Source: an optimization exercise on an open RTL-to-GDS flow (aim: small area). Production flows keep margins and buffers that such runs may drop.
The RTL was checked by simulation tests, not by an equivalence proof against the original design.
Power is estimated from default activity; no workload was simulated.

--- flow/run.sh ---
#!/bin/bash
# synth_recipe.tcl (not shown) runs the flow's synth.tcl, then flattens the netlist and writes it again
# the make line also repeats each setting of config.mk as NAME=value (left out here)
make -C /OpenROAD-flow-scripts/flow DESIGN_CONFIG=/design/flow/config.mk WORK_HOME=/design/flow/orfs CLKGATE_MAP_FILE= SYNTH_SCRIPT=/design/flow/synth_recipe.tcl finish
--- flow/config.mk ---
export PLATFORM = sky130hd
export DESIGN_NAME = pwm_audio_top
export DESIGN_NICKNAME = pwm_audio_top
export VERILOG_FILES = /design/flow/design.v
export SDC_FILE = /design/flow/constraint.sdc
export NUM_CORES = 4
export LEC_CHECK = 0
export CAP_MARGIN = 20
export CORE_MARGIN = 2
export CORE_UTILIZATION = 60
export CTS_BUF_LIST = sky130_fd_sc_hd__clkbuf_8 sky130_fd_sc_hd__clkbuf_16
export CTS_CLUSTER_DIAMETER = 60
export CTS_CLUSTER_SIZE = 25
export SLEW_MARGIN = 20
--- flow/constraint.sdc ---
create_clock -name core_clock -period 10.0 [get_ports {PWM_ADC_CLOCK_100M}]
set_input_delay 2.0000 -clock core_clock [delete_from_list [all_inputs] [get_ports {PWM_ADC_CLOCK_100M}]]
set_output_delay 2.0000 -clock core_clock [all_outputs]
set_load 0.01 [all_outputs]
--- flow/design.v ---
`default_nettype none
package pwm_audio_pkg;
  localparam int SAMPLE_PERIOD = 1000;               
  localparam int SAMPLE_W      = 10;                 
  localparam int SAMPLE_CNT_W  = $clog2(SAMPLE_PERIOD);
  localparam logic [SAMPLE_CNT_W-1:0] SAMPLE_LAST = SAMPLE_CNT_W'(SAMPLE_PERIOD - 1);
  localparam int ACC_W = 11;
  localparam logic [ACC_W-1:0] DELTA = ACC_W'(1000);
  localparam int RES_W  = 10;
  localparam int M125_W = 7;
  localparam int M8_W   = 3;
  localparam int FIFO_W       = 32;
  localparam int DELAY_DEPTH  = 1024;                
  localparam int DELAY_W      = 10;                  
  localparam int NUM_CHANNELS = 8;                   
  localparam int CHAN_W       = 3;
  localparam logic [FIFO_W-1:0] FRAME_MARKER = FIFO_W'(233333);
  typedef struct packed {
    logic              avail;                        
    logic [FIFO_W-1:0] data;
  } fifo_in_t;
  typedef struct packed {
    logic               en;
    logic [CHAN_W-1:0]  chan;                        
    logic               far;                         
    logic [DELAY_W-1:0] delay;                       
    logic [M125_W-1:0]  n125;                        
    logic [M8_W-1:0]    n8;                          
    logic [M125_W-1:0]  s125;                        
    logic [M8_W-1:0]    s8;
  } delay_wr_t;
  typedef struct packed {
    logic               en;
    logic [CHAN_W-1:0]  chan;
    logic [M125_W-1:0]  r125;
    logic [M8_W-1:0]    r8;
  } res_wr_t;
  function automatic logic [M125_W-1:0] mod125(input logic [9:0] x);
    logic [7:0] y;
    logic [7:0] z;
    y = {1'b0, x[6:0]} + {5'd0, x[9:7]} + {4'd0, x[9:7], 1'b0};    
    z = y + 8'd3;
    mod125 = z[7] ? z[6:0] : y[6:0];
  endfunction
endpackage : pwm_audio_pkg
`default_nettype wire
`timescale 1ns/1ps
`default_nettype none
module sample_fetch (
  input  wire logic                               PWM_ADC_CLOCK_100M,
  input  wire logic                               arst_n,
  input  wire pwm_audio_pkg::fifo_in_t            audio_fifo,    
  output logic                                    audio_read,    
  output logic [pwm_audio_pkg::SAMPLE_CNT_W-1:0]  period_cnt,    
  output logic [pwm_audio_pkg::SAMPLE_W-1:0]      sample,        
  output logic [pwm_audio_pkg::SAMPLE_W-1:0]      sample_d1,     
  output logic [pwm_audio_pkg::SAMPLE_W-1:0]      sample_d2      
);
  logic                                   period_wrap;
  assign period_wrap = (period_cnt == pwm_audio_pkg::SAMPLE_LAST);
  always_ff @(posedge PWM_ADC_CLOCK_100M or negedge arst_n) begin
    if (!arst_n) begin
      period_cnt <= '0;
    end else if (period_wrap) begin
      period_cnt <= '0;                        
    end else begin
      period_cnt <= period_cnt + 1'b1;
    end
  end
  assign audio_read = period_wrap && audio_fifo.avail;
  always_ff @(posedge PWM_ADC_CLOCK_100M or negedge arst_n) begin
    if (!arst_n) begin
      sample    <= '0;
      sample_d1 <= '0;
      sample_d2 <= '0;
    end else if (period_wrap) begin
      sample_d2 <= sample_d1;
      sample_d1 <= sample;
      if (audio_fifo.avail) begin
        sample <= audio_fifo.data[pwm_audio_pkg::SAMPLE_W-1:0];   
      end
    end
  end
endmodule
`default_nettype wire
`timescale 1ns/1ps
`default_nettype none
module pwm_modulator (
  input  wire logic                               PWM_ADC_CLOCK_100M,
  input  wire logic                               arst_n,
  input  wire logic [pwm_audio_pkg::SAMPLE_W-1:0] sample,
  output logic                                    pwm_out       
);
  logic [pwm_audio_pkg::RES_W-1:0] res;
  logic                            over;          
  logic [10:0]                     c;
  logic [10:0]                     sum;
  logic                            carry;
  logic [9:0]                      sw;
  logic [10:3]                     k;
  assign c[0] = 1'b0;
  for (genvar i = 0; i < 10; i++) begin : g_add
    assign sum[i] = res[i] ^ sample[i] ^ c[i];
    assign c[i+1] = (res[i] & sample[i]) | (res[i] & c[i]) | (sample[i] & c[i]);
  end
  assign sum[10] = c[10];
  assign carry   = sum[10] | (&sum[9:5] & (sum[4] | sum[3]));
  assign sw[2:0] = sum[2:0];
  assign sw[3]   = ~sum[3];
  assign k[4]    = sum[3];
  assign sw[4]   = ~(sum[4] ^ k[4]);
  assign k[5]    = sum[4] | k[4];
  for (genvar i = 5; i < 10; i++) begin : g_inc
    assign sw[i]  = sum[i] ^ k[i];
    assign k[i+1] = sum[i] & k[i];
  end
  always_ff @(posedge PWM_ADC_CLOCK_100M or negedge arst_n) begin
    if (!arst_n) begin
      res     <= '0;
      over    <= 1'b0;
      pwm_out <= 1'b0;
    end else begin
      res     <= carry ? sw : sum[9:0];
      over    <= carry;                      
      pwm_out <= over;                       
    end
  end
endmodule
`default_nettype wire
`timescale 1ns/1ps
`default_nettype none
module delay_line (
  input  wire logic                            PWM_ADC_CLOCK_100M,
  input  wire logic                            arst_n,
  input  wire pwm_audio_pkg::delay_wr_t        delay_wr,
  output pwm_audio_pkg::res_wr_t               res_wr,      
  output logic      [pwm_audio_pkg::RES_W-1:0] res          
);
  logic [13:0] p;
  logic [8:0]  x1;
  logic [7:0]  x2;
  logic [7:0]  x3;
  logic [2:0]  dd;
  logic [2:0]  t;
  logic [9:0]  t125;
  assign p  = {7'd0, delay_wr.n125} * {7'd0, delay_wr.s125};            
  assign x1 = {2'd0, p[6:0]} + {2'd0, p[13:7]} + {1'd0, p[13:7], 1'b0};   
  assign x2 = {1'd0, x1[6:0]} + {6'd0, x1[8:7]} + {5'd0, x1[8:7], 1'b0};  
  assign x3 = x2 + 8'd3;
  always_ff @(posedge PWM_ADC_CLOCK_100M or negedge arst_n) begin
    if (!arst_n) begin
      res_wr.en <= 1'b0;
    end else begin
      res_wr.en <= delay_wr.en;
    end
  end
  always_ff @(posedge PWM_ADC_CLOCK_100M) begin
    res_wr.chan <= delay_wr.chan;
    res_wr.r125 <= x3[7] ? x3[6:0] : x2[6:0];
    res_wr.r8   <= 3'(delay_wr.n8 * delay_wr.s8);
  end
  assign dd = res_wr.r8 - res_wr.r125[2:0];
  assign t  = {dd[2] ^ dd[0], dd[1], dd[0]};
  always_comb begin
    case (t)
      3'd0:    t125 = 10'd0;
      3'd1:    t125 = 10'd125;
      3'd2:    t125 = 10'd250;
      3'd3:    t125 = 10'd375;
      3'd4:    t125 = 10'd500;
      3'd5:    t125 = 10'd625;
      3'd6:    t125 = 10'd750;
      default: t125 = 10'd875;
    endcase
  end
  assign res = {3'd0, res_wr.r125} + t125;
endmodule
`default_nettype wire
`timescale 1ns/1ps
`default_nettype none
module delay_table_loader (
  input  wire logic                     PWM_ADC_CLOCK_100M,
  input  wire logic                     arst_n,
  input  wire pwm_audio_pkg::fifo_in_t  delay_fifo,    
  input  wire logic [pwm_audio_pkg::SAMPLE_CNT_W-1:0] period_cnt,
  input  wire logic [pwm_audio_pkg::SAMPLE_W-1:0]     sample,
  input  wire logic [pwm_audio_pkg::SAMPLE_W-1:0]     sample_d1,
  input  wire logic [pwm_audio_pkg::SAMPLE_W-1:0]     sample_d2,
  output logic                          delay_read,    
  output pwm_audio_pkg::delay_wr_t      delay_wr,      
  output logic                          tap_far,       
  output logic [pwm_audio_pkg::DELAY_W-1:0] tap_delay  
);
  typedef enum logic {
    ST_IDLE    = 1'b0,                     
    ST_LOADING = 1'b1                      
  } state_t;
  state_t                        state;
  logic [pwm_audio_pkg::CHAN_W:0] idx;      
  logic                          is_marker;
  logic                          idx_ok;
  logic                          wr;
  logic [pwm_audio_pkg::DELAY_W-1:0] d;
  logic                          far;       
  logic [9:0]                    lag;       
  logic [10:0]                   e;         
  logic                          neg;
  logic [7:0]                    y;
  logic [7:0]                    z;
  logic                          older;     
  logic                          oldest;    
  logic [pwm_audio_pkg::SAMPLE_W-1:0] s;
  assign delay_read = arst_n && delay_fifo.avail;    
  assign is_marker = (delay_fifo.data == pwm_audio_pkg::FRAME_MARKER);
  assign idx_ok    = !idx[pwm_audio_pkg::CHAN_W];
  assign wr        = delay_fifo.avail && (state == ST_LOADING) && !is_marker && idx_ok;
  assign d   = delay_fifo.data[pwm_audio_pkg::DELAY_W-1:0];
  assign far = (d >= 10'd998);
  assign lag = d + {5'd0, far, far, 3'b010};                  
  assign e   = {1'b0, period_cnt} + {1'b0, ~d};
  assign neg = !e[10];
  assign y   = {1'b0, e[6:0]} + {5'd0, e[9:7]} + {4'd0, e[9:7], 1'b0} + (neg ? 8'd101 : 8'd0);
  assign z   = y + 8'd3;
  assign older  = neg || (e[9:0] == 10'd0);
  assign oldest = neg && (e[9:0] <= 10'd24);
  always_comb begin
    if (oldest)     s = sample_d2;
    else if (older) s = sample_d1;
    else            s = sample;
  end
  always_ff @(posedge PWM_ADC_CLOCK_100M or negedge arst_n) begin
    if (!arst_n) begin
      state       <= ST_IDLE;
      idx         <= '0;
      delay_wr.en <= 1'b0;
    end else begin
      delay_wr.en <= wr;
      if (delay_fifo.avail) begin
        case (state)
          ST_IDLE: begin
            if (is_marker) begin
              state <= ST_LOADING;         
              idx   <= '0;
            end
          end
          ST_LOADING: begin
            if (is_marker) begin
              state <= ST_IDLE;            
            end else if (idx_ok) begin
              idx   <= idx + 1'b1;
            end
          end
          default: begin
            state <= ST_IDLE;
          end
        endcase
      end
    end
  end
  assign tap_far   = delay_wr.far && arst_n;
  assign tap_delay = arst_n ? delay_wr.delay : 10'd2;
  always_ff @(posedge PWM_ADC_CLOCK_100M) begin
    delay_wr.chan  <= idx[pwm_audio_pkg::CHAN_W-1:0];
    delay_wr.far   <= far;
    delay_wr.delay <= lag;
    delay_wr.n125  <= z[7] ? z[6:0] : y[6:0];
    delay_wr.n8    <= e[2:0];
    delay_wr.s125  <= pwm_audio_pkg::mod125(s);
    delay_wr.s8    <= s[2:0];
  end
endmodule
`default_nettype wire
`timescale 1ns/1ps
`default_nettype none
module speaker_tap #(
  parameter int CHANNEL = 0                        
) (
  input  wire logic                                   PWM_ADC_CLOCK_100M,
  input  wire logic                                   arst_n,
  input  wire pwm_audio_pkg::delay_wr_t               delay_wr,
  input  wire pwm_audio_pkg::res_wr_t                 res_wr,
  input  wire logic                                   tap_far,      
  input  wire logic [pwm_audio_pkg::DELAY_W-1:0]      tap_delay,    
  input  wire logic [pwm_audio_pkg::RES_W-1:0]        wr_res,       
  input  wire logic [pwm_audio_pkg::SAMPLE_CNT_W-1:0] period_cnt,
  input  wire logic [pwm_audio_pkg::SAMPLE_W-1:0]     sample,
  input  wire logic [pwm_audio_pkg::SAMPLE_W-1:0]     sample_d1,
  input  wire logic [pwm_audio_pkg::SAMPLE_W-1:0]     sample_d2,
  output logic                                        speaker
);
  logic                              far;
  logic [pwm_audio_pkg::DELAY_W-1:0] lag_mod;
  logic [pwm_audio_pkg::RES_W-1:0]   res;          
  logic [pwm_audio_pkg::RES_W-1:0]   cur;
  logic                              wr_hit;
  logic                              res_hit;
  logic                              back;
  logic [10:0]                       gt;
  logic [pwm_audio_pkg::SAMPLE_W-1:0] s;
  logic [10:0]                       c;
  logic [10:0]                       sum;
  logic                              carry;
  logic [9:0]                        sw;
  logic [10:3]                       k;
  assign wr_hit  = delay_wr.en &&
                   (delay_wr.chan == pwm_audio_pkg::CHAN_W'(CHANNEL));
  assign res_hit = res_wr.en &&
                   (res_wr.chan == pwm_audio_pkg::CHAN_W'(CHANNEL));
  assign gt[0] = 1'b0;
  for (genvar i = 0; i < 10; i++) begin : g_cmp
    assign gt[i+1] = (period_cnt[i] & ~lag_mod[i]) | (period_cnt[i] & gt[i]) | (~lag_mod[i] & gt[i]);
  end
  assign back = ~gt[10];
  always_comb begin
    case ({far, back})
      2'b00:   s = sample;
      2'b11:   s = sample_d2;
      default: s = sample_d1;
    endcase
  end
  assign cur  = res_hit ? wr_res : res;
  assign c[0] = 1'b0;
  for (genvar i = 0; i < 10; i++) begin : g_add
    assign sum[i]   = cur[i] ^ s[i] ^ c[i];
    assign c[i+1]   = (cur[i] & s[i]) | (cur[i] & c[i]) | (s[i] & c[i]);
  end
  assign sum[10] = c[10];
  assign carry = sum[10] | (&sum[9:5] & (sum[4] | sum[3]));
  assign sw[2:0] = sum[2:0];
  assign sw[3]   = ~sum[3];
  assign k[4]    = sum[3];
  assign sw[4]   = ~(sum[4] ^ k[4]);
  assign k[5]    = sum[4] | k[4];
  for (genvar i = 5; i < 10; i++) begin : g_inc
    assign sw[i]  = sum[i] ^ k[i];
    assign k[i+1] = sum[i] & k[i];
  end
  always_ff @(posedge PWM_ADC_CLOCK_100M) begin
    if (wr_hit || !arst_n) begin
      far     <= tap_far;             
      lag_mod <= tap_delay;
    end
  end
  always_ff @(posedge PWM_ADC_CLOCK_100M or negedge arst_n) begin
    if (!arst_n) begin
      res     <= '0;
      speaker <= 1'b0;
    end else begin
      res     <= carry ? sw : sum[9:0];
      speaker <= carry;               
    end
  end
endmodule
`default_nettype wire
`timescale 1ns/1ps
`default_nettype none
module pwm_audio_top (
  input  wire logic                                   PWM_ADC_CLOCK_100M,
  input  wire logic                                   arst_n,
  input  wire logic [pwm_audio_pkg::FIFO_W:0]         audio_fifo,    
  output logic                                        audio_read,
  input  wire logic [pwm_audio_pkg::FIFO_W:0]         delay_fifo,    
  output logic                                        delay_read,
  output logic                                        pwm_out,
  output logic [pwm_audio_pkg::NUM_CHANNELS-1:0]      speakers
);
  logic [pwm_audio_pkg::SAMPLE_CNT_W-1:0] period_cnt;
  logic [pwm_audio_pkg::SAMPLE_W-1:0]    sample;     
  logic [pwm_audio_pkg::SAMPLE_W-1:0]    sample_d1;  
  logic [pwm_audio_pkg::SAMPLE_W-1:0]    sample_d2;  
  logic [pwm_audio_pkg::RES_W-1:0]       wr_res;     
  pwm_audio_pkg::delay_wr_t              delay_wr;   
  pwm_audio_pkg::res_wr_t                res_wr;     
  logic                                  tap_far;
  logic [pwm_audio_pkg::DELAY_W-1:0]     tap_delay;
  sample_fetch u_sample_fetch (
    .PWM_ADC_CLOCK_100M (PWM_ADC_CLOCK_100M),
    .arst_n             (arst_n),
    .audio_fifo         (audio_fifo),
    .audio_read         (audio_read),
    .period_cnt         (period_cnt),
    .sample             (sample),
    .sample_d1          (sample_d1),
    .sample_d2          (sample_d2)
  );
  pwm_modulator u_pwm_modulator (
    .PWM_ADC_CLOCK_100M (PWM_ADC_CLOCK_100M),
    .arst_n             (arst_n),
    .sample             (sample),
    .pwm_out            (pwm_out)
  );
  delay_table_loader u_delay_table_loader (
    .PWM_ADC_CLOCK_100M (PWM_ADC_CLOCK_100M),
    .arst_n             (arst_n),
    .delay_fifo         (delay_fifo),
    .period_cnt         (period_cnt),
    .sample             (sample),
    .sample_d1          (sample_d1),
    .sample_d2          (sample_d2),
    .delay_read         (delay_read),
    .delay_wr           (delay_wr),
    .tap_far            (tap_far),
    .tap_delay          (tap_delay)
  );
  delay_line u_delay_line (
    .PWM_ADC_CLOCK_100M (PWM_ADC_CLOCK_100M),
    .arst_n             (arst_n),
    .delay_wr           (delay_wr),
    .res_wr             (res_wr),
    .res                (wr_res)
  );
  for (genvar k = 0; k < pwm_audio_pkg::NUM_CHANNELS; k++) begin : g_tap
    speaker_tap #(
      .CHANNEL (k)
    ) u_speaker_tap (
      .PWM_ADC_CLOCK_100M (PWM_ADC_CLOCK_100M),
      .arst_n             (arst_n),
      .delay_wr           (delay_wr),
      .res_wr             (res_wr),
      .tap_far            (tap_far),
      .tap_delay          (tap_delay),
      .wr_res             (wr_res),
      .period_cnt         (period_cnt),
      .sample             (sample),
      .sample_d1          (sample_d1),
      .sample_d2          (sample_d2),
      .speaker            (speakers[k])
    );
  end
endmodule
`default_nettype wire
==> results of run 1 <==
metrics by stage:
step	hold slack, ns	power, mW	setup WS, ns	instance area [um^2]	util
after global routing	0.3692	4.957	0.08860	21960	0.6716
after floorplan	0.3312	2.791	1.878	20060	-
after detailed placement	0.3381	3.512	0.9006	20960	0.6409
final	0.3539	4.631	0.8154	21960	0.6716
after global placement	0.3372	3.443	1.224	20960	0.6409
after CTS	0.3519	4.649	0.8402	21960	0.6716
report_power, final:
part           total [mW]  internal [mW]  leakage (nW)  switching (mW)
Clock                1.13          0.594         0.497           0.534
Combinational        1.97          0.739          6.24            1.23
Sequential           1.53           1.42          3.13           0.112
routing by layer:
metal	global-route usage	vias to the layer above	part of all wire
met5	0	-	0
met4	0.09096	0	0.031
met3	0.04146	112	0.065
met2	0.4681	457	0.47
met1	0.3828	7170	0.43
li1	-	7005	-
area by class of cell:
class,instances,area share
clock buffers,31,0.03532
clock inverters,21,0.01037
inverters,246,0.04204
multi-input cells,1421,0.5223
flip-flops and latches,282,0.3307
well taps,442,0.02518
repair buffers,81,0.03413
layout by cell type, fill, tap and decap left out, types with 8 or more instances in the layout:
cell / count
a21o_1: 16
o22a_1: 10
clkdlybuf4s50_1: 55
o22ai_1: 9
fa_1: 121
nor3_1: 12
nor2b_1: 23
nand3_1: 23
dfxtp_1: 47
o21ai_0: 107
or3_1: 8
nand4_1: 16
xnor2_1: 58
a22oi_1: 80
nor2_1: 163
inv_1: 238
xor2_1: 31
maj3_2: 55
o21bai_1: 16
a21oi_1: 163
ha_1: 165
nand2b_1: 17
mux2i_1: 31
clkbuf_16: 31
edfxtp_1: 88
nand2_1: 148
mux2_2: 21
a2bb2oi_1: 8
and2_1: 38
dfrtp_1: 147
buf_4: 25
path summary, 6_finish.rpt:
kind | startpoint | end | slack (ns) | cells past startpoint
hold reg to reg | u_pwm_modulator.over | u_pwm_modulator.pwm_out | 0.35 | 0
hold / removal | u_pwm_modulator.over | u_pwm_modulator.pwm_out | 0.35 | 0
min in group asynchronous | arst_n | u_sample_fetch.period_cnt[2] | 1.37 | 1
max in group asynchronous | arst_n | u_pwm_modulator.over | 7.28 | 2
setup reg to reg | u_delay_table_loader.delay_wr[15] | u_delay_line.res_wr[9] | 0.82 | 40
setup / recovery | u_delay_table_loader.delay_wr[15] | u_delay_line.res_wr[9] | 0.82 | 40
sequential cells by signal, summed over array words and instances, names as in the netlist:
register and count:
u_pwm_modulator.res 10, u_pwm_modulator.pwm_out 1, u_sample_fetch.period_cnt 10, g_tap.u_speaker_tap.speaker 8, u_delay_line.res_wr 14, u_sample_fetch.sample_d2 10, u_sample_fetch.sample_d1 10, g_tap.u_speaker_tap.lag_mod 80
g_tap.u_speaker_tap.far 8, u_delay_table_loader.idx 4, u_delay_table_loader.delay_wr 35, u_sample_fetch.sample 10, u_delay_table_loader.state 1, u_pwm_modulator.over 1, g_tap.u_speaker_tap.res 80
cells by family after synthesis:
kind of cell             Yosys count  share of synthesized area
buffers and inverters            347                    0.06679
multiplexers                      52                    0.02725
adder cells (fa/ha/maj)          342                     0.2550
AND/OR/NAND/NOR                  473                     0.1076
XOR/XNOR                          89                    0.03885
flip-flops                       282                     0.3620
AO/OA/AOI/OAI                    465                     0.1425
==> metrics.csv, run 1 <==
stage;metric;value;unit
run_status;status;finished clean;
pwr;p_leak;9.869;nW
yosys;postSynthCellCount;2050;
place;dpl.cell_count;2472;
yosys;synth_edf_count;88;
cells_and_area;nets;2414;
drt;drt-vias-per-instance;5.842;
floorplan;io_pins;79;
setup_path;cp_num_buf_inv;7;
setup_path;max_stage_delay;0.56;ns
yosys;synth.cells.most_frequent;237 x inv_1, 165 x ha_1, 163 x a21oi_1, 163 x nor2_1, 148 x nand2_1;
timing;fmaxAchievable;0.1089;GHz
drt;wl;47700;um
yosys;syn-num-nets;2404;
cells_and_area;synthToLayoutAreaGrowth;9.467;%
timing;fin_setup_tns;0;ns
cells_and_area;drive_above_1_share;0.07973;
yosys;synth_area_leader_cell;dfrtp_1;
floorplan;start_util;0.6135;
setup_path;crit_family;adder cells;
yosys;seq_area_frac_synth;0.3620;
floorplan;fp.dieArea;34920;um^2
yosys;synth.most_common_cell;inv_1;
global_route;grt-ovfl-total;0;
yosys;synthTopCellsByArea;dfrtp_1 18%, edfxtp_1 13%, fa_1 12%, ha_1 10%, dfxtp_1 4.7%;
setup_path;crit_slowest_cell;fa_1;
drt;vias;14744;
global_route;grtUsageTotal;0.2816;
drt;wire_per_inst;18.90;um
cells_and_area;final_cells;2524;
yosys;netlist-cell-type-count;66;
global_route;grt_pass1_wl;78420;um
run;drv_cap;0;
drt;drc;0;
pwr;p_per_area;210.8;nW/um^2
cells_and_area;fillCellCount;2669;
timing;rsz0062_at_grt;no;
setup_path;worstPathArrival;9.63;ns
hold_path;hp-class;reg -> reg;
setup_path;crit_fanout;8;
yosys;synthArstFlopShare;0.5213;
floorplan;rows;66;
setup_path;criticalPathCategory;reg -> reg;
yosys;syn_area;20060;um^2
yosys;yosys.area.top_type_share;0.1833;
cts;holdBufCountCts;0;
cells_and_area;multi_input_area;11470;um^2
timing;layout_min_cycle_time;9.185;ns
setup_path;startpoint_type;register;
yosys;ys_ff_latch;282;
drt;drtIter0Drc;1179;
drt;ant_nets;0;
timing;finalHoldViolCount;0;
cts;ctsHtreeMaxLevel;1;
yosys;avgSynthCellArea;9.787;um^2
timing;slew_headroom;0.3121;
global_route;antenna_found_initial;1;
cts;cts_root_buffer;clkbuf_16;
yosys;synth_warnings;12;
place;portBuffers;56;
floorplan;dieHeight;186.9;um
cts;clockBufferDepth;3;
cts;cts_buffers;28;
timing;maxSlewViolCount;0;
cts;clock_latency;0.58;ns
cells_and_area;diodes;0;
cts;cts_resized;0;
timing;setup_viol;0;
floorplan;dieWidth;186.9;um
global_route;grt_pass1_vias;14953;
timing;period_share;0.9185;
cells_and_area;regArea;7262;um^2
drt;drt_first_pass_iters;6;
setup_path;worst-endpoint-required;10.45;ns
pwr;peakVddDrop;240.0;uV
floorplan;fp.coreArea;32700;um^2
cts;path_clk_slew;0.06;ns
timing;worst_slew_pin_slew;1.026;ns
place;finalWeightedCongestion;0.8682;
cts;cts_sinks;282;
timing;fin_worst_skew;0.03542;ns
global_route;grt_max_degree;66;
place;place_hpwl;34770;um
setup_path;crit_path_frequent_cell;inv_1;
yosys;synth-main-ff-cell;dfrtp_1;
cts;cts_tree;built;
setup_path;worst_setup_path_end_kind;register;
cts;postCtsSetupBuffers;0;
==> run 2: changes to the inputs <==
==> flow/flow/run.sh (new file) <==
#!/bin/bash
# Standard layout, with the smallest buffer on the ports and a clock tree
# without dummy loads. Each tool's output goes to a log file here.
set -euo pipefail
export BUFFER_PORTS_ARGS="-buffer_cell sky130_fd_sc_hd__buf_1"
export CTS_ARGS="-sink_clustering_enable -repair_clock_nets -sink_clustering_size 30 -sink_clustering_max_diameter 80 -buf_list sky130_fd_sc_hd__clkbuf_16 -dont_use_dummy_load"
bash standard.sh > standard.log 2>&1
==> flow/standard.sh (new file) <==
#!/bin/bash
# synth_recipe.tcl (not shown) runs the flow's synth.tcl, then flattens the netlist and writes it again
# the make line also repeats each setting of config.mk as NAME=value (left out here)
make -C /OpenROAD-flow-scripts/flow DESIGN_CONFIG=/design/flow/config.mk WORK_HOME=/design/flow/orfs CLKGATE_MAP_FILE= SYNTH_SCRIPT=/design/flow/synth_recipe.tcl "${@:-finish}"
--- a/flow/config.mk
+++ b/flow/config.mk
@@ -9,6 +9,6 @@
 export CORE_MARGIN = 2
 export CORE_UTILIZATION = 60
-export CTS_BUF_LIST = sky130_fd_sc_hd__clkbuf_8 sky130_fd_sc_hd__clkbuf_16
-export CTS_CLUSTER_DIAMETER = 60
-export CTS_CLUSTER_SIZE = 25
+export CTS_BUF_LIST = sky130_fd_sc_hd__clkbuf_16
+export CTS_CLUSTER_DIAMETER = 80
+export CTS_CLUSTER_SIZE = 30
 export SLEW_MARGIN = 20
removed: flow/run.sh
==> metrics.csv, run 2 <==
stage;metric;value;unit;change
yosys;synthAdderAreaFrac;0.2550;;unchanged
timing;setup_viol;0;;unchanged
cells_and_area;final_cell_area;21090;um^2;-4.0%
global_route;grtUsageTotal;0.2727;;-0.008921
run_status;status;finished clean;;
timing;worst_slew_pin_slew;1.036;ns;+0.009931 ns
yosys;synthXorXnorAreaFrac;0.03885;;unchanged
setup_path;regToRegEndpoint;u_delay_line.res_wr[9];;
setup_path;r2r_start;u_delay_table_loader.delay_wr[5];;
cells_and_area;final_cell_mix;237 x inv_1, 165 x ha_1, 163 x nor2_1, 163 x a21oi_1, 148 x nand2_1;;
setup_path;criticalPathCategory;reg -> reg;;
drt;wire_per_inst;18.74;um;-0.82%
yosys;synth_warnings;12;;unchanged
setup_path;endpoint;u_delay_line.res_wr[9];;
drt;highest-signal-layer;met4;;
cells_and_area;nets;2402;;-0.50%
yosys;netlist-cell-type-count;66;;unchanged
yosys;synthMuxAreaShare;0.02725;;unchanged
cts;holdBufCountCts;0;;unchanged
timing;maxSlewViolCount;0;;unchanged
place;finalWeightedCongestion;0.8949;;+3.1%
yosys;seq_area_frac_synth;0.3620;;unchanged
pwr;peakVddDrop;216.3;uV;-9.9%
setup_path;r2r_slack;0.87;ns;+0.05 ns
setup_path;crit_cells;40;;unchanged
cts;cts_root_buffer;clkbuf_16;;
setup_path;worst_setup_path_end_kind;register;;
yosys;synthTopCellsByArea;dfrtp_1 18%, edfxtp_1 13%, fa_1 12%, ha_1 10%, dfxtp_1 4.7%;;
yosys;ys_ff_latch;282;;unchanged
drt;dr_wl_met2;21290;um;-5.6%
setup_path;worst-endpoint-required;10.36;ns;-0.09 ns
drt;ant_nets;0;;unchanged
place;place_hpwl;34090;um;-1.9%
setup_path;cp_num_buf_inv;7;;unchanged
setup_path;crit_family;adder cells;;
drt;drt-vias-per-instance;5.775;;-1.1%
cts;path_clk_slew;0.10;ns;+0.04 ns
yosys;avgSynthCellArea;9.787;um^2;unchanged
yosys;synth-simple-area-share;0.1076;;unchanged
drt;drc;0;;unchanged
global_route;grt_pass1_vias;14403;;-3.7%
drt;drt_first_pass_iters;5;;-1
timing;slew_headroom;0.3054;;-0.006660
cts;cts_tree;built;;
timing;fin_setup_tns;0;ns;unchanged
timing;layout_min_cycle_time;9.130;ns;-0.05445 ns
cts;cts_sinks;282;;unchanged
hold_path;hp-class;reg -> reg;;
floorplan;dieHeight;186.9;um;unchanged
cells_and_area;final_common_cell;inv_1;;
cts;cts_resized;0;;unchanged
drt;vias;14373;;-2.5%
global_route;grt_pass1_wl;75350;um;-3.9%
setup_path;rr_worst_depth;40;;unchanged
cts;cts_buffers;20;;-29%
place;dpl_cell_area;20590;um^2;-1.8%
place;dp_slack;1.029;ns;+0.1280 ns
yosys;synth_top_family_by_area;adder cells;;
timing;fmaxAchievable;0.1095;GHz;+0.60%
place;dpl.cell_count;2468;;-0.16%
setup_path;crit_slowest_cell;fa_1;;
yosys;synth.cells.most_frequent;237 x inv_1, 165 x ha_1, 163 x a21oi_1, 163 x nor2_1, 148 x nand2_1;;
yosys;synth_area_leader_cell;dfrtp_1;;
yosys;postSynthCellCount;2050;;unchanged
yosys;synth_compound_area_frac;0.1425;;unchanged
setup_path;worstPathArrival;9.49;ns;-0.14 ns
timing;period_share;0.9130;;-0.005445
setup_path;crit_path_frequent_cell;inv_1;;
cells_and_area;drive_above_1_share;0.06500;;-0.01473
pwr;p_per_area;199.2;nW/um^2;-5.5%
setup_path;max_stage_delay;0.55;ns;about the same
yosys;synth-main-ff-cell;dfrtp_1;;
global_route;grt-ovfl-total;0;;unchanged
global_route;antenna_found_initial;1;;unchanged
cells_and_area;largestRegisters;g_tap.u_speaker_tap.lag_mod (80), g_tap.u_speaker_tap.res (80), u_delay_table_loader.delay_wr (35);;
floorplan;rows;66;;unchanged
cts;ctsHtreeMaxLevel;1;;unchanged
floorplan;fp.dieArea;34920;um^2;unchanged
floorplan;io_pins;79;;unchanged
floorplan;start_util;0.6135;;unchanged
drt;wl_met1;21020;um;+2.3%
timing;fin_worst_skew;0.07668;ns;+0.04126 ns
timing;finalHoldViolCount;0;;unchanged
global_route;grt_max_degree;67;;+1.5%
floorplan;dieWidth;186.9;um;unchanged
cells_and_area;synthToLayoutAreaGrowth;5.126;%;
setup_path;startpoint;u_delay_table_loader.delay_wr[5];;
timing;rsz0062_at_grt;no;;
cts;clock_latency;0.54;ns;-0.04 ns
yosys;syn_area;20060;um^2;unchanged
drt;drtIter0Drc;1057;;-10%
yosys;synthArstFlopShare;0.5213;;unchanged
place;portBuffers;56;;unchanged
yosys;synth_edf_count;88;;unchanged
pwr;p_leak;9.454;nW;-4.2%
setup_path;crit_fanout;8;;unchanged
floorplan;fp.coreArea;32700;um^2;unchanged
cells_and_area;final_cells;2489;;-1.4%
timing;setup_ws;0.8698;ns;+0.05445 ns
yosys;synth.most_common_cell;inv_1;;
drt;wl;46650;um;-2.2%
cts;clockBufferDepth;3;;unchanged
yosys;syn-num-nets;2404;;unchanged
yosys;yosys.area.top_type_share;0.1833;;unchanged
drt;met3WireLength;2884;um;-7.2%
setup_path;startpoint_type;register;;
run;drv_cap;0;;unchanged
cts;postCtsSetupBuffers;0;;unchanged
run 2: per-stage QoR:
step | utilization | hold WS, ns | power, mW
final | 0.6450 | 0.4036 | 4.201
after detailed placement | 0.6296 | 0.3458 | 3.477
after CTS | 0.6449 | 0.4098 | 4.231
after global placement | 0.6295 | 0.3353 | 3.421
after global routing | 0.6449 | 0.4203 | 4.551
after floorplan | - | 0.3312 | 2.791
run 2: cells by family (layout without fill, tap and decap cells):
kind of cell	count (synthesis)	after routing
buffers and inverters	347	343
and+or+nand+nor	473	473
AOI/OAI and AO/OA	465	465
adders and majority gates	342	342
muxes	52	52
other	0	1
xor gates and xnor gates	89	89
DFF	282	282
run 2: report_power, final:
group	total (mW)	leakage [nW]	switching [mW]	internal, mW
clock	0.741	0.246	0.386	0.354
sequential	1.53	3.13	0.107	1.42
combinational	1.93	6.08	1.21	0.724
total	4.20	9.45	1.70	2.50
run 2: area by class of cell:
type | count | area [um^2]
flip-flops and latches | 282 | 7262
diodes | 1 | 2.502
inverters | 246 | 923.4
clock buffers | 20 | 500.5
multi-input cells | 1421 | 11480
fillers | 2765 | 11610
well taps | 442 | 553.0
repair buffers | 77 | 371.6
run 2: how the worst min path moves through the flow:
stage	startpoint	to	cells past startpoint
floorplan	u_pwm_modulator.over	u_pwm_modulator.pwm_out	0
global placement	u_pwm_modulator.over	u_pwm_modulator.pwm_out	0
detailed placement	u_pwm_modulator.over	u_pwm_modulator.pwm_out	0
CTS	u_delay_table_loader.delay_wr[31]	u_delay_line.res_wr[10]	0
global route	u_delay_table_loader.delay_wr[31]	u_delay_line.res_wr[10]	0
finish	u_delay_table_loader.delay_wr[31]	u_delay_line.res_wr[10]	0
run 2: per-layer routing:
layer | global-route usage | up-vias
met4 | 0.08364 | 0
met1 | 0.3749 | 6950
met2 | 0.4414 | 381
met3 | 0.05141 | 102
li1 | - | 6940
met5 | 0 | -
==> run 3: changes to the inputs <==
--- a/flow/design.v
+++ b/flow/design.v
@@ -98,5 +98,4 @@
   logic                            carry;
   logic [9:0]                      sw;
-  logic [10:3]                     k;
   assign c[0] = 1'b0;
   for (genvar i = 0; i < 10; i++) begin : g_add
@@ -106,13 +105,5 @@
   assign sum[10] = c[10];
   assign carry   = sum[10] | (&sum[9:5] & (sum[4] | sum[3]));
-  assign sw[2:0] = sum[2:0];
-  assign sw[3]   = ~sum[3];
-  assign k[4]    = sum[3];
-  assign sw[4]   = ~(sum[4] ^ k[4]);
-  assign k[5]    = sum[4] | k[4];
-  for (genvar i = 5; i < 10; i++) begin : g_inc
-    assign sw[i]  = sum[i] ^ k[i];
-    assign k[i+1] = sum[i] & k[i];
-  end
+  assign sw = sum[9:0] + 10'd24;
   always_ff @(posedge PWM_ADC_CLOCK_100M or negedge arst_n) begin
     if (!arst_n) begin
@@ -302,5 +293,4 @@
   logic                              carry;
   logic [9:0]                        sw;
-  logic [10:3]                       k;
   assign wr_hit  = delay_wr.en &&
                    (delay_wr.chan == pwm_audio_pkg::CHAN_W'(CHANNEL));
@@ -312,11 +302,9 @@
   end
   assign back = ~gt[10];
-  always_comb begin
-    case ({far, back})
-      2'b00:   s = sample;
-      2'b11:   s = sample_d2;
-      default: s = sample_d1;
-    endcase
-  end
+  logic sel0, sel1, sel2;
+  assign sel0 = ~far & ~back;
+  assign sel1 = far ^ back;
+  assign sel2 = far & back;
+  assign s = ({10{sel0}} & sample) | ({10{sel1}} & sample_d1) | ({10{sel2}} & sample_d2);
   assign cur  = res_hit ? wr_res : res;
   assign c[0] = 1'b0;
@@ -327,13 +315,5 @@
   assign sum[10] = c[10];
   assign carry = sum[10] | (&sum[9:5] & (sum[4] | sum[3]));
-  assign sw[2:0] = sum[2:0];
-  assign sw[3]   = ~sum[3];
-  assign k[4]    = sum[3];
-  assign sw[4]   = ~(sum[4] ^ k[4]);
-  assign k[5]    = sum[4] | k[4];
-  for (genvar i = 5; i < 10; i++) begin : g_inc
-    assign sw[i]  = sum[i] ^ k[i];
-    assign k[i+1] = sum[i] & k[i];
-  end
+  assign sw = sum[9:0] + 10'd24;
   always_ff @(posedge PWM_ADC_CLOCK_100M) begin
     if (wr_hit || !arst_n) begin
==> metrics.csv, run 3 <==
stage;metric;value;unit;change
cells_and_area;largestRegisters;g_tap.u_speaker_tap.lag_mod (80), g_tap.u_speaker_tap.res (80), u_delay_table_loader.delay_wr (35);;
cts;cts_buffers;18;;-10%
place;place_hpwl;32880;um;-3.6%
pwr;peakVddDrop;265.4;uV;+23%
hold_path;min-delay-start;u_pwm_modulator.over;;
yosys;synthAdderAreaFrac;0.2180;;-0.03702
run_status;status;finished clean;;
yosys;postSynthCellCount;1922;;-6.2%
yosys;avgSynthCellArea;10.06;um^2;+2.8%
cells_and_area;fillCellCount;2680;;-3.1%
cts;ctsHtreeMaxLevel;1;;unchanged
cts;clockBufferDepth;3;;unchanged
drt;drc;0;;unchanged
yosys;yosys.area.top_type_share;0.1902;;+0.006819
yosys;synth_edf_count;88;;unchanged
floorplan;fp.coreArea;31640;um^2;-3.3%
pwr;p_per_area;231.3;nW/um^2;+16%
timing;fmaxAchievable;0.1106;GHz;+1.0%
cells_and_area;regArea;7262;um^2;unchanged
timing;period_share;0.9039;;-0.009116
yosys;synth_warnings;12;;unchanged
pwr;finalPower;4.686;mW;+12%
cts;path_clk_slew;0.11;ns;about the same
cells_and_area;final_common_cell;inv_1;;
setup_path;criticalPathCategory;reg -> reg;;
yosys;synth_compound_area_frac;0.1528;;+0.01028
yosys;seq_area_frac_synth;0.3754;;+0.01346
timing;finalHoldViolCount;0;;unchanged
setup_path;crit_fanout;8;;unchanged
timing;fin_worst_skew;0.05811;ns;-0.01857 ns
setup_path;crit_cells;35;;-13%
cells_and_area;multi_input_area;10780;um^2;-6.1%
drt;wire_per_inst;19.25;um;+2.7%
pwr;p_leak;9.340;nW;-1.2%
global_route;grt_max_degree;144;;+110%
drt;drtIter0Drc;1417;;+34%
yosys;synthXorXnorAreaFrac;0.05207;;+0.01322
yosys;synth_top_family_by_area;adder cells;;
place;portBuffers;56;;unchanged
yosys;synth_area_leader_cell;dfrtp_1;;
yosys;netlist-cell-type-count;74;;+12%
setup_path;crit_slowest_cell;fa_1;;
floorplan;dieWidth;183.6;um;-1.8%
setup_path;regToRegEndpoint;u_delay_line.res_wr[9];;
setup_path;rr_worst_depth;35;;-13%
yosys;synth-main-ff-cell;dfrtp_1;;
place;finalWeightedCongestion;0.8589;;-4.0%
hold_path;hp-class;reg -> reg;;
floorplan;fp.dieArea;33690;um^2;-3.5%
setup_path;r2r_slack;0.96;ns;+0.09 ns
timing;holdWs;0.4047;ns;+0.001045 ns
cts;clock_latency;0.54;ns;about the same
cells_and_area;final_cell_mix;242 x inv_1, 147 x dfrtp_1, 136 x nand2_1;;
yosys;ys_ff_latch;282;;unchanged
yosys;synth-simple-area-share;0.1086;;+0.0009633
drt;drt_first_pass_iters;11;;+6
yosys;synthTopCellsByArea;dfrtp_1 19%, edfxtp_1 14%, fa_1 13%, ha_1 8.3%, dfxtp_1 4.9%;;
timing;fin_setup_tns;0;ns;unchanged
setup_path;startpoint_type;register;;
global_route;grt_pass1_wl;72410;um;-3.9%
cells_and_area;drive_above_1_share;0.03866;;-0.02634
cts;postCtsSetupBuffers;0;;unchanged
cts;cts_root_buffer;clkbuf_16;;
setup_path;max_stage_delay;0.55;ns;about the same
cts;holdBufCountCts;0;;unchanged
yosys;syn_area;19340;um^2;-3.6%
timing;layout_min_cycle_time;9.039;ns;-0.09116 ns
timing;maxSlewViolCount;0;;unchanged
yosys;synthArstFlopShare;0.5213;;unchanged
floorplan;dieHeight;183.6;um;-1.8%
setup_path;crit_path_frequent_cell;fa_1;;
yosys;syn-num-nets;2240;;-6.8%
drt;drt-vias-per-instance;6.041;;+4.6%
cells_and_area;diodes;0;;-1
setup_path;crit_family;adder cells;;
setup_path;cp_num_buf_inv;4;;-3
global_route;grtUsageTotal;0.2733;;+0.0005358
setup_path;r2r_start;u_delay_table_loader.delay_wr[7];;
cts;cts_sinks;282;;unchanged
timing;rsz0062_at_grt;no;;
global_route;grt-ovfl-total;0;;unchanged
yosys;synth.most_common_cell;inv_1;;
place;dpl_cell_area;19800;um^2;-3.8%
setup_path;startpoint;u_delay_table_loader.delay_wr[7];;
cells_and_area;nets;2234;;-7.0%
drt;ant_nets;0;;unchanged
cts;cts_tree;built;;
setup_path;endpoint;u_delay_line.res_wr[9];;
global_route;grt_pass1_vias;13865;;-3.7%
timing;worst_slew_pin_slew;0.8496;ns;-0.1861 ns
yosys;synthMuxAreaShare;0.02471;;-0.002544
cts;cts_resized;0;;unchanged
drt;wl;44590;um;-4.4%
yosys;synth.cells.most_frequent;242 x inv_1, 147 x dfrtp_1, 136 x nand2_1;;
setup_path;worstPathArrival;9.45;ns;-0.04 ns
run;drv_cap;0;;unchanged
cells_and_area;synthToLayoutAreaGrowth;4.722;%;
floorplan;start_util;0.6114;;-0.002092
setup_path;worst_setup_path_end_kind;register;;
floorplan;rows;65;;-1.5%
timing;setup_viol;0;;unchanged
drt;vias;13992;;-2.7%
setup_path;worst-endpoint-required;10.41;ns;+0.05 ns
floorplan;io_pins;79;;unchanged
timing;slew_headroom;0.4336;;+0.1282
global_route;antenna_found_initial;0;;-1
cells_and_area;final_cell_area;20260;um^2;-4.0%
## run 3: cells by family (layout without fill, tap and decap cells)
kind of cell / Yosys count / after routing
buffers and inverters: 342 / 334
DFF: 282 / 282
xor gates and xnor gates: 115 / 115
muxes: 45 / 45
adders and majority gates: 268 / 268
and+or+nand+nor: 442 / 442
AOI/OAI and AO/OA: 428 / 428
## run 3: worst min-delay path by stage
stage | slack (ns) | endpoint | depth (start not counted)
2_1_floorplan | 0.33 | u_pwm_modulator.pwm_out | 0
3_3_place_gp | 0.36 | u_delay_line.res_wr[10] | 0
3_5_place_dp | 0.36 | u_delay_line.res_wr[10] | 0
4_1_cts | 0.41 | u_delay_line.res_wr[10] | 0
5_1_grt | 0.42 | u_delay_line.res_wr[10] | 0
6_report | 0.40 | u_pwm_modulator.pwm_out | 0
## run 3: where the power goes
part	switching, mW	internal [mW]	total [mW]
Combinational	1.50	0.913	2.42
Clock	0.378	0.321	0.699
Sequential	0.124	1.44	1.57
## run 3: metal layers
layer / vias to the layer above / share of wire / GRT usage
met4: 0 / 0.037 / 0.08256
met2: 448 / 0.47 / 0.4635
li1: 6671 / - / -
met1: 6764 / 0.43 / 0.3674
met3: 109 / 0.060 / 0.03645
met5: - / 0 / 0
## run 3: worst reg2reg max path: cells and delay by family, from the launching register on
| kind | cells | cell delay [ns] |
|---|---|---|
| XOR/XNOR | 2 | 0.36 |
| flip-flops | 1 | 0.50 |
| AO/OA/AOI/OAI | 15 | 2.98 |
| buffers and inverters | 4 | 0.23 |
| AND/OR/NAND/NOR | 5 | 1.10 |
| adder cells (fa/ha/maj) | 9 | 3.73 |
## run 3: final cells by class
| class | count | area share |
|---|---|---|
| Multi-Input combinational cell | 1298 | 0.5321 |
| Sequential cell | 282 | 0.3585 |
| Inverter | 244 | 0.04521 |
| Tap cell | 402 | 0.02483 |
| Clock buffer | 18 | 0.02224 |
| Timing Repair Buffer | 72 | 0.01711 |
## run 3: per-stage QoR
| stage | std cells | setup WS, ns | util |
|---|---|---|---|
| after CTS | 2316 | 0.9662 | 0.6402 |
| after global placement | 2298 | 1.190 | 0.6257 |
| final | 2316 | 0.9610 | 0.6403 |
| after global routing | 2316 | 0.1487 | 0.6403 |
| after detailed placement | 2298 | 1.028 | 0.6259 |
| after floorplan | 1922 | 1.910 | - |
==> run 4: changes to the inputs <==
--- a/flow/design.v
+++ b/flow/design.v
@@ -26,12 +26,11 @@
     logic [DELAY_W-1:0] delay;                       
     logic [M125_W-1:0]  n125;                        
-    logic [M8_W-1:0]    n8;                          
     logic [M125_W-1:0]  s125;                        
-    logic [M8_W-1:0]    s8;
+    logic [M8_W-1:0]    r8;                          
   } delay_wr_t;
   typedef struct packed {
     logic               en;
     logic [CHAN_W-1:0]  chan;
-    logic [M125_W-1:0]  r125;
+    logic [M125_W:0]    r125;                        
     logic [M8_W-1:0]    r8;
   } res_wr_t;
@@ -132,11 +131,26 @@
   logic [7:0]  x2;
   logic [7:0]  x3;
+  logic [6:0]  a;
   logic [2:0]  dd;
   logic [2:0]  t;
   logic [9:0]  t125;
-  assign p  = {7'd0, delay_wr.n125} * {7'd0, delay_wr.s125};            
+  logic [13:0] ps, pc, pp, ns, nc;
+  always_comb begin
+    ps = {7'd0, delay_wr.n125 & {7{delay_wr.s125[0]}}};
+    pc = '0;
+    for (int j = 1; j < 7; j++) begin
+      pp = {7'd0, delay_wr.n125 & {7{delay_wr.s125[j]}}} << j;
+      nc = '0;
+      for (int k = 0; k < 14; k++) begin
+        ns[k] = ps[k] ^ pp[k] ^ pc[k];
+        if (k < 13) nc[k+1] = (ps[k] & pp[k]) | (ps[k] & pc[k]) | (pp[k] & pc[k]);
+      end
+      ps = ns;
+      pc = nc;
+    end
+  end
+  assign p  = ps + pc;                                                   
   assign x1 = {2'd0, p[6:0]} + {2'd0, p[13:7]} + {1'd0, p[13:7], 1'b0};   
   assign x2 = {1'd0, x1[6:0]} + {6'd0, x1[8:7]} + {5'd0, x1[8:7], 1'b0};  
-  assign x3 = x2 + 8'd3;
   always_ff @(posedge PWM_ADC_CLOCK_100M or negedge arst_n) begin
     if (!arst_n) begin
@@ -148,8 +162,10 @@
   always_ff @(posedge PWM_ADC_CLOCK_100M) begin
     res_wr.chan <= delay_wr.chan;
-    res_wr.r125 <= x3[7] ? x3[6:0] : x2[6:0];
-    res_wr.r8   <= 3'(delay_wr.n8 * delay_wr.s8);
+    res_wr.r125 <= x2;
+    res_wr.r8   <= delay_wr.r8;
   end
-  assign dd = res_wr.r8 - res_wr.r125[2:0];
+  assign x3 = res_wr.r125 + 8'd3;
+  assign a  = x3[7] ? x3[6:0] : res_wr.r125[6:0];
+  assign dd = res_wr.r8 - a[2:0];
   assign t  = {dd[2] ^ dd[0], dd[1], dd[0]};
   always_comb begin
@@ -165,5 +181,5 @@
     endcase
   end
-  assign res = {3'd0, res_wr.r125} + t125;
+  assign res = {3'd0, a} + t125;
 endmodule
 `default_nettype wire
@@ -256,7 +272,6 @@
     delay_wr.delay <= lag;
     delay_wr.n125  <= z[7] ? z[6:0] : y[6:0];
-    delay_wr.n8    <= e[2:0];
     delay_wr.s125  <= pwm_audio_pkg::mod125(s);
-    delay_wr.s8    <= s[2:0];
+    delay_wr.r8    <= 3'(e[2:0] * s[2:0]);
   end
 endmodule
==> flow/flow/run.sh (replaced) <==
#!/bin/bash
# The standard layout with three changes:
#  - synthesis maps the logic with flow/abc.script, an area-oriented ABC
#    script, in place of ORFS's abc_speed.script (a copy of ORFS's scripts
#    folder with that one file replaced, used for the synth step only);
#  - the ports get the smallest buffer, sky130_fd_sc_hd__buf_1;
#  - the clock tree uses larger sink clusters and no dummy loads.
# Each step's output goes to a log file of its own in this folder.
set -euo pipefail
rm -rf scripts_synth
cp -r "$FLOW_HOME/scripts" scripts_synth
cp flow/abc.script scripts_synth/abc_speed.script
SCRIPTS_DIR="$PWD/scripts_synth" bash standard.sh synth > synth.log 2>&1
export BUFFER_PORTS_ARGS="-buffer_cell sky130_fd_sc_hd__buf_1"
export CTS_ARGS="-sink_clustering_enable -repair_clock_nets -sink_clustering_size 30 -sink_clustering_max_diameter 80 -buf_list sky130_fd_sc_hd__clkbuf_16 -dont_use_dummy_load"
bash standard.sh > layout.log 2>&1
==> flow/flow/abc.script (new file) <==
&get -n
&st
&dc2
&dch -f
&nf -a -R 1000
&put
==> metrics.csv, run 4 <==
stage;metric;value;unit;change
cts;cts_resized;0;;unchanged
drt;drt-vias-per-instance;6.018;;-0.39%
global_route;grt_pass1_vias;13137;;-5.3%
setup_path;max_stage_delay;0.51;ns;-0.04 ns
cells_and_area;largestRegisters;g_tap.u_speaker_tap.lag_mod (80), g_tap.u_speaker_tap.res (80), u_delay_table_loader.delay_wr (32);;
pwr;peakVddDrop;296.1;uV;+12%
floorplan;start_util;0.6101;;-0.001308
yosys;avgSynthCellArea;10.49;um^2;+4.2%
pwr;p_per_area;223.2;nW/um^2;-3.5%
cells_and_area;fillCellCount;2435;;-9.1%
yosys;ys_ff_latch;280;;-0.71%
timing;period_share;0.8524;;-0.05154
setup_path;cp_num_buf_inv;5;;+1
yosys;synth.most_common_cell;clkinv_1;;
drt;ant_nets;0;;unchanged
yosys;postSynthCellCount;1729;;-10%
yosys;synth.cells.most_frequent;262 x clkinv_1, 147 x dfrtp_1, 133 x fa_1;;
cts;ctsHtreeMaxLevel;1;;unchanged
setup_path;crit_family;adder cells;;
floorplan;rows;63;;-3.1%
hold_path;holdPathEnd;u_delay_line.res_wr[0];;
floorplan;fp.dieArea;31630;um^2;-6.1%
setup_path;criticalPathCategory;reg -> reg;;
setup_path;r2r_slack;1.48;ns;+0.52 ns
timing;fmaxAchievable;0.1173;GHz;+6.0%
drt;vias;13269;;-5.2%
yosys;yosys.area.top_type_share;0.2029;;+0.01272
drt;drc;0;;unchanged
floorplan;dieWidth;177.8;um;-3.1%
place;place_hpwl;30940;um;-5.9%
place;finalWeightedCongestion;0.8840;;+2.9%
setup_path;rr_worst_depth;31;;-11%
cts;postCtsSetupBuffers;0;;unchanged
global_route;grt_max_degree;68;;-53%
cts;cts_tree;built;;
yosys;netlist-cell-type-count;49;;-34%
yosys;synth_warnings;12;;unchanged
drt;drt_first_pass_iters;13;;+2
floorplan;fp.coreArea;29720;um^2;-6.1%
cells_and_area;final_common_cell;clkinv_1;;
timing;slew_headroom;0.3718;;-0.06183
timing;layout_min_cycle_time;8.524;ns;-0.5154 ns
setup_path;crit_slowest_cell;o21ai_0;;
cts;clockBufferDepth;3;;unchanged
yosys;synth_edf_count;88;;unchanged
cts;path_clk_slew;0.11;ns;about the same
global_route;grt_pass1_wl;69230;um;-4.4%
global_route;grt-ovfl-total;0;;unchanged
drt;wire_per_inst;19.28;um;+0.16%
run_status;status;finished clean;;
timing;setup_viol;0;;unchanged
yosys;synth_area_leader_cell;dfrtp_1;;
cts;clock_latency;0.52;ns;-0.02 ns
timing;rsz0062_at_grt;no;;
timing;setup_ws;1.476;ns;+0.5154 ns
cells_and_area;diodes;0;;unchanged
cts;holdBufCountCts;0;;unchanged
hold_path;min-delay-start;u_delay_table_loader.delay_wr[0];;
place;dp_slack;1.542;ns;+0.5144 ns
place;portBuffers;56;;unchanged
setup_path;crit_fanout;10;;+2
run;drv_cap;0;;unchanged
timing;fin_worst_skew;0.04916;ns;-0.008946 ns
setup_path;startpoint_type;register;;
cts;cts_sinks;280;;-0.71%
yosys;syn_area;18130;um^2;-6.3%
cells_and_area;nets;2121;;-5.1%
global_route;grtUsageTotal;0.2821;;+0.008876
floorplan;dieHeight;177.8;um;-3.1%
drt;wl;42520;um;-4.6%
hold_path;hp-class;reg -> reg;;
setup_path;r2r_start;u_sample_fetch.period_cnt[1];;
timing;holdWs;0.3308;ns;-0.07386 ns
yosys;syn-num-nets;2033;;-9.2%
yosys;seq_area_frac_synth;0.3983;;+0.02290
timing;maxSlewViolCount;0;;unchanged
timing;fin_setup_tns;0;ns;unchanged
setup_path;crit_path_frequent_cell;fa_1;;
cells_and_area;drive_above_1_share;0.02479;;-0.01387
yosys;synthArstFlopShare;0.5250;;+0.003723
setup_path;regToRegEndpoint;g_tap[2].u_speaker_tap.res[8];;
drt;drtIter0Drc;1448;;+2.2%
hold_path;hold_depth;0;;unchanged
cts;cts_root_buffer;clkbuf_16;;
global_route;antenna_found_initial;0;;unchanged
setup_path;worst_setup_path_end_kind;register;;
timing;finalHoldViolCount;0;;unchanged
setup_path;worst-endpoint-required;10.38;ns;-0.03 ns
cts;cts_buffers;17;;-1
cells_and_area;synthToLayoutAreaGrowth;6.963;%;
cells_and_area;final_cell_mix;262 x clkinv_1, 147 x dfrtp_1, 133 x fa_1;;
yosys;synthTopCellsByArea;dfrtp_1 20%, fa_1 15%, edfxtp_1 15%, ha_1 7.1%, clkinv_1 5.4%;;
yosys;synth-main-ff-cell;dfrtp_1;;
timing;worst_slew_pin_slew;0.9339;ns;+0.08437 ns
setup_path;worstPathArrival;8.91;ns;-0.54 ns
floorplan;io_pins;79;;unchanged
pwr;p_leak;7.805;nW;-16%
## run 4: changes by cell type after synthesis, sizes merged, moves of 19 or more
cell and change:
clkinv +261, inv -243, clkbuf -83, nand2 -37, a21oi +36, o21ai -34
ha -26, nor3 -22, a22oi +21, xnor2 -19
## run 4: routing by layer
layer  GRT usage  vias to the layer above  share of wire
li1            -                     6210              -
met1      0.4003                     6511           0.43
met2      0.4564                      448           0.46
met3     0.03770                      100          0.073
met4     0.08163                        0          0.032
met5           0                        -              0
## run 4: layout make-up
| type | instances | area [um^2] | area share |
|---|---|---|---|
| repair buffers | 77 | 371.6 | 0.01916 |
| flip-flops and latches | 280 | 7222 | 0.3724 |
| inverters | 262 | 983.4 | 0.05071 |
| well taps | 390 | 488.0 | 0.02516 |
| multi-input cells | 1179 | 9903 | 0.5106 |
| clock buffers | 17 | 425.4 | 0.02194 |
## run 4: cells by family after synthesis
logic type	count (synthesis)	synth area share
compound gates	415	0.1526
xor+xnor	106	0.05120
fa+ha+maj	245	0.2229
buf+inv	270	0.05755
flops	280	0.3983
mux	32	0.01898
simple gates	381	0.09841
## run 4: worst max-delay path by stage
stage          slack, ns  depth (start not counted)                       endpoint                               from
3_5_place_dp        1.54                         31  g_tap[2].u_speaker_tap.res[8]       u_sample_fetch.period_cnt[1]
3_3_place_gp        1.70                         31  g_tap[2].u_speaker_tap.res[8]       u_sample_fetch.period_cnt[1]
6_report            1.48                         31  g_tap[2].u_speaker_tap.res[8]       u_sample_fetch.period_cnt[1]
5_1_grt             0.85                         31  g_tap[3].u_speaker_tap.res[8]       u_sample_fetch.period_cnt[1]
2_1_floorplan       2.21                         31         u_delay_line.res_wr[8]  u_delay_table_loader.delay_wr[15]
4_1_cts             1.48                         31  g_tap[2].u_speaker_tap.res[8]       u_sample_fetch.period_cnt[1]
## run 4: metrics by stage
step,area (um^2),utilization,std cells,power (mW)
2_1_floorplan,18130,-,1729,2.932
3_3_place_gp,18960,0.6381,2188,3.612
3_5_place_dp,18960,0.6381,2188,3.659
4_1_cts,19390,0.6524,2205,4.341
5_1_grt,19390,0.6526,2205,4.660
6_report,19390,0.6526,2205,4.328
## run 4: where the power goes
group          internal (mW)  leakage [nW]  total (mW)  switching [mW]
logic                  0.786          4.52        2.13            1.34
clock network          0.304         0.209       0.668           0.364
registers               1.42          3.08        1.53           0.116
total                   2.51          7.81        4.33            1.82
==> run 5: changes to the inputs <==
--- a/flow/flow/run.sh
+++ b/flow/flow/run.sh
@@ -13,4 +13,4 @@
 SCRIPTS_DIR="$PWD/scripts_synth" bash standard.sh synth > synth.log 2>&1
 export BUFFER_PORTS_ARGS="-buffer_cell sky130_fd_sc_hd__buf_1"
-export CTS_ARGS="-sink_clustering_enable -repair_clock_nets -sink_clustering_size 30 -sink_clustering_max_diameter 80 -buf_list sky130_fd_sc_hd__clkbuf_16 -dont_use_dummy_load"
+export CTS_ARGS="-sink_clustering_enable -repair_clock_nets -sink_clustering_size 20 -sink_clustering_max_diameter 60 -buf_list sky130_fd_sc_hd__clkbuf_8 -dont_use_dummy_load"
 bash standard.sh > layout.log 2>&1
==> flow/config.mk (replaced) <==
export PLATFORM = sky130hd
export DESIGN_NAME = pwm_audio_top
export DESIGN_NICKNAME = pwm_audio_top
export VERILOG_FILES = /design/flow/design.v
export SDC_FILE = /design/flow/constraint.sdc
export NUM_CORES = 4
export LEC_CHECK = 0
export CAP_MARGIN = 5
export CORE_MARGIN = 2
export CORE_UTILIZATION = 50
export SLEW_MARGIN = 5
==> metrics.csv, run 5 <==
stage;metric;value;unit;change
run_status;status;finished clean;;
place;dp_slack;1.615;ns;+0.07303 ns
setup_path;crit_path_frequent_cell;fa_1;;
setup_path;crit_fanout;10;;unchanged
timing;worst_slew_pin_slew;1.141;ns;+0.2072 ns
yosys;synth_compound_area_frac;0.1526;;unchanged
yosys;avgSynthCellArea;10.49;um^2;unchanged
place;place_hpwl;31310;um;+1.2%
yosys;synthArstFlopShare;0.5250;;unchanged
global_route;grt_pass1_wl;70300;um;+1.5%
cts;postCtsSetupBuffers;0;;unchanged
setup_path;r2r_slack;1.59;ns;+0.11 ns
timing;period_share;0.8411;;-0.01125
yosys;synthAdderAreaFrac;0.2229;;unchanged
cts;cts_resized;0;;unchanged
drt;wire_per_inst;19.22;um;-0.30%
cts;cts_tree;built;;
yosys;synth_edf_count;88;;unchanged
timing;finalHoldViolCount;0;;unchanged
yosys;seq_area_frac_synth;0.3983;;unchanged
drt;ant_nets;0;;unchanged
yosys;netlist-cell-type-count;49;;unchanged
timing;layout_min_cycle_time;8.411;ns;-0.1125 ns
yosys;synthXorXnorAreaFrac;0.05120;;unchanged
pwr;peakVddDrop;227.1;uV;-23%
global_route;antenna_found_initial;0;;unchanged
drt;drt_first_pass_iters;18;;+5
floorplan;dieHeight;194.4;um;+9.3%
setup_path;max_stage_delay;0.55;ns;+0.04 ns
yosys;postSynthCellCount;1729;;unchanged
run;drv_cap;0;;unchanged
drt;wl;43930;um;+3.3%
global_route;grtUsageTotal;0.2363;;-0.04584
cells_and_area;drive_above_1_share;0.03015;;+0.005360
yosys;yosys.area.top_type_share;0.2029;;unchanged
setup_path;startpoint_type;register;;
cells_and_area;largestRegisters;g_tap.u_speaker_tap.lag_mod (80), g_tap.u_speaker_tap.res (80), u_delay_table_loader.delay_wr (32);;
timing;setup_viol;0;;unchanged
cells_and_area;final_cell_mix;262 x clkinv_1, 147 x dfrtp_1, 133 x fa_1;;
setup_path;worst_setup_path_end_kind;register;;
global_route;grt_pass1_vias;12903;;-1.8%
cells_and_area;final_common_cell;clkinv_1;;
cts;cts_root_buffer;clkbuf_8;;
setup_path;worst-endpoint-required;10.51;ns;+0.13 ns
pwr;p_leak;7.791;nW;-0.18%
timing;fin_setup_tns;0;ns;unchanged
floorplan;start_util;0.5085;;-0.1016
cells_and_area;diodes;0;;unchanged
cells_and_area;nets;2130;;+0.42%
drt;drtIter0Drc;1154;;-20%
yosys;synth.cells.most_frequent;262 x clkinv_1, 147 x dfrtp_1, 133 x fa_1;;
cts;clock_latency;0.65;ns;+0.13 ns
yosys;synth_area_leader_cell;dfrtp_1;;
drt;drc;0;;unchanged
drt;drt-vias-per-instance;5.709;;-5.1%
setup_path;crit_slowest_cell;o21ai_0;;
floorplan;fp.coreArea;35660;um^2;+20%
yosys;synth-main-ff-cell;dfrtp_1;;
place;portBuffers;56;;unchanged
timing;maxSlewViolCount;0;;unchanged
yosys;synth_top_family_by_area;adder cells;;
yosys;synth_warnings;12;;unchanged
timing;slew_headroom;0.2347;;-0.1371
drt;vias;13045;;-1.7%
cts;cts_sinks;280;;unchanged
timing;fmaxAchievable;0.1189;GHz;+1.3%
cts;ctsHtreeMaxLevel;1;;unchanged
timing;setup_ws;1.589;ns;+0.1125 ns
yosys;synthMuxAreaShare;0.01898;;unchanged
floorplan;fp.dieArea;37800;um^2;+20%
place;finalWeightedCongestion;0.8433;;-4.6%
cells_and_area;synthToLayoutAreaGrowth;7.108;%;
timing;rsz0062_at_grt;no;;
cts;clockBufferDepth;3;;unchanged
cts;cts_buffers;27;;+10
setup_path;criticalPathCategory;reg -> reg;;
global_route;grt-ovfl-total;0;;unchanged
floorplan;rows;69;;+9.5%
setup_path;worstPathArrival;8.92;ns;about the same
yosys;synth-simple-area-share;0.09841;;unchanged
cts;holdBufCountCts;0;;unchanged
cts;path_clk_slew;0.10;ns;about the same
yosys;syn-num-nets;2033;;unchanged
floorplan;dieWidth;194.4;um;+9.3%
timing;fin_worst_skew;0.08601;ns;+0.03685 ns
yosys;syn_area;18130;um^2;unchanged
hold_path;hp-class;reg -> reg;;
yosys;synth.most_common_cell;clkinv_1;;
floorplan;io_pins;79;;unchanged
pwr;p_per_area;220.9;nW/um^2;-1.0%
yosys;synthTopCellsByArea;dfrtp_1 20%, fa_1 15%, edfxtp_1 15%, ha_1 7.1%, clkinv_1 5.4%;;
yosys;ys_ff_latch;280;;unchanged
global_route;grt_max_degree;61;;-10%
[run 5: cells by family after synthesis]
family | after synthesis
compound gates | 415
fa+ha+maj | 245
mux | 32
buf+inv | 270
flops | 280
simple gates | 381
xor+xnor | 106
[run 5: layer usage]
layer | wire length, um | GRT usage | vias up | part of all wire
li1 | - | - | 6222 | -
met1 | 19600 | 0.3303 | 6395 | 0.45
met2 | 20340 | 0.3886 | 355 | 0.46
met3 | 2828 | 0.03609 | 73 | 0.064
met4 | 1161 | 0.05783 | 0 | 0.026
met5 | 0 | 0 | - | 0
[run 5: critical path: cells and delay by family, from the launching register on]
family / cells / cell delay [ns]
adder cells (fa/ha/maj): 12 / 4.19
AND/OR/NAND/NOR: 5 / 0.62
flip-flops: 1 / 0.44
AO/OA/AOI/OAI: 8 / 2.21
XOR/XNOR: 1 / 0.16
buffers and inverters: 5 / 0.67
[run 5: final cells by class]
cell class | instances | area (um^2)
repair buffers | 76 | 364.1
inverters | 262 | 983.4
clock buffers | 27 | 371.6
multi-input cells | 1179 | 9902
fillers | 3200 | 16240
flip-flops and latches | 280 | 7222
well taps | 461 | 576.8
[run 5: worst paths after layout]
| path | from | to | cells after the start |
|---|---|---|---|
| setup / recovery | u_sample_fetch.period_cnt[1] | g_tap[2].u_speaker_tap.res[8] | 31 |
| hold / removal | u_delay_table_loader.delay_wr[2] | u_delay_line.res_wr[2] | 0 |
| setup reg to reg | u_sample_fetch.period_cnt[1] | g_tap[2].u_speaker_tap.res[8] | 31 |
| hold reg to reg | u_delay_table_loader.delay_wr[2] | u_delay_line.res_wr[2] | 0 |
| max in group asynchronous | arst_n | u_pwm_modulator.res[4] | 3 |
| min in group asynchronous | arst_n | g_tap[1].u_speaker_tap.res[6] | 1 |
[run 5: power by group]
group          switching [mW]  total [mW]  internal (mW)
combinational            1.36        2.14          0.783
sequential              0.116        1.53           1.42
clock                   0.378       0.617          0.239
total                    1.85        4.29           2.44
[run 5: per-stage QoR]
stage,power [mW],hold slack [ns],cell area [um^2],util,instances
2_1_floorplan,2.932,0.3096,18130,-,1729
3_5_place_dp,3.702,0.3121,19050,0.5342,2258
6_report,4.290,0.3089,19420,0.5447,2285
4_1_cts,4.331,0.3128,19420,0.5447,2285
5_1_grt,4.641,0.3328,19420,0.5447,2285
3_3_place_gp,3.650,0.3130,19050,0.5342,2258

==> port drivers added, routing unchanged <==
How much do the figures lean on ideal ports? The routed layouts below were timed once more, with nothing changed but the port constraints. Step 1 assumes that a clkbuf_16 drives the clock port and a buf_2 every other input. Step 2, shift: input delay + t, output delay - t, t = (earliest + latest rising clock arrival at the registers) / 2. This alone moves slack from input paths to output paths. Three values: ideal ports, drivers, drivers and shift; two values: the first two.
| run | t (ns) | setup slack, ns | hold slack, ns | worst setup path after step 2 | worst slew at a driven data input, ns |
|---|---|---|---|---|---|
| run 1 | 0.621 | 0.815 / 0.815 / 0.815 | 0.354 / 0.354 / 0.354 | register to register | 0.05 |
| run 2 | 0.569 | 0.870 / 0.870 / 0.870 | 0.404 / 0.404 / 0.404 | register to register | 0.04 |
| run 3 | 0.564 | 0.961 / 0.961 / 0.961 | 0.405 / 0.405 / 0.405 | register to register | 0.04 |
| run 4 | 0.549 | 1.476 / 1.476 / 1.476 | 0.331 / 0.331 / 0.331 | register to register | 0.04 |
| run 5 | 0.655 | 1.589 / 1.589 / 1.573 | 0.309 / 0.309 / 0.309 | input to register | 0.08 |
After both steps setup and hold are still met in every run listed. For run 5, which loses most, drivers alone change the setup slack by 0.000 ns; drivers and shift together by -0.016 ns.
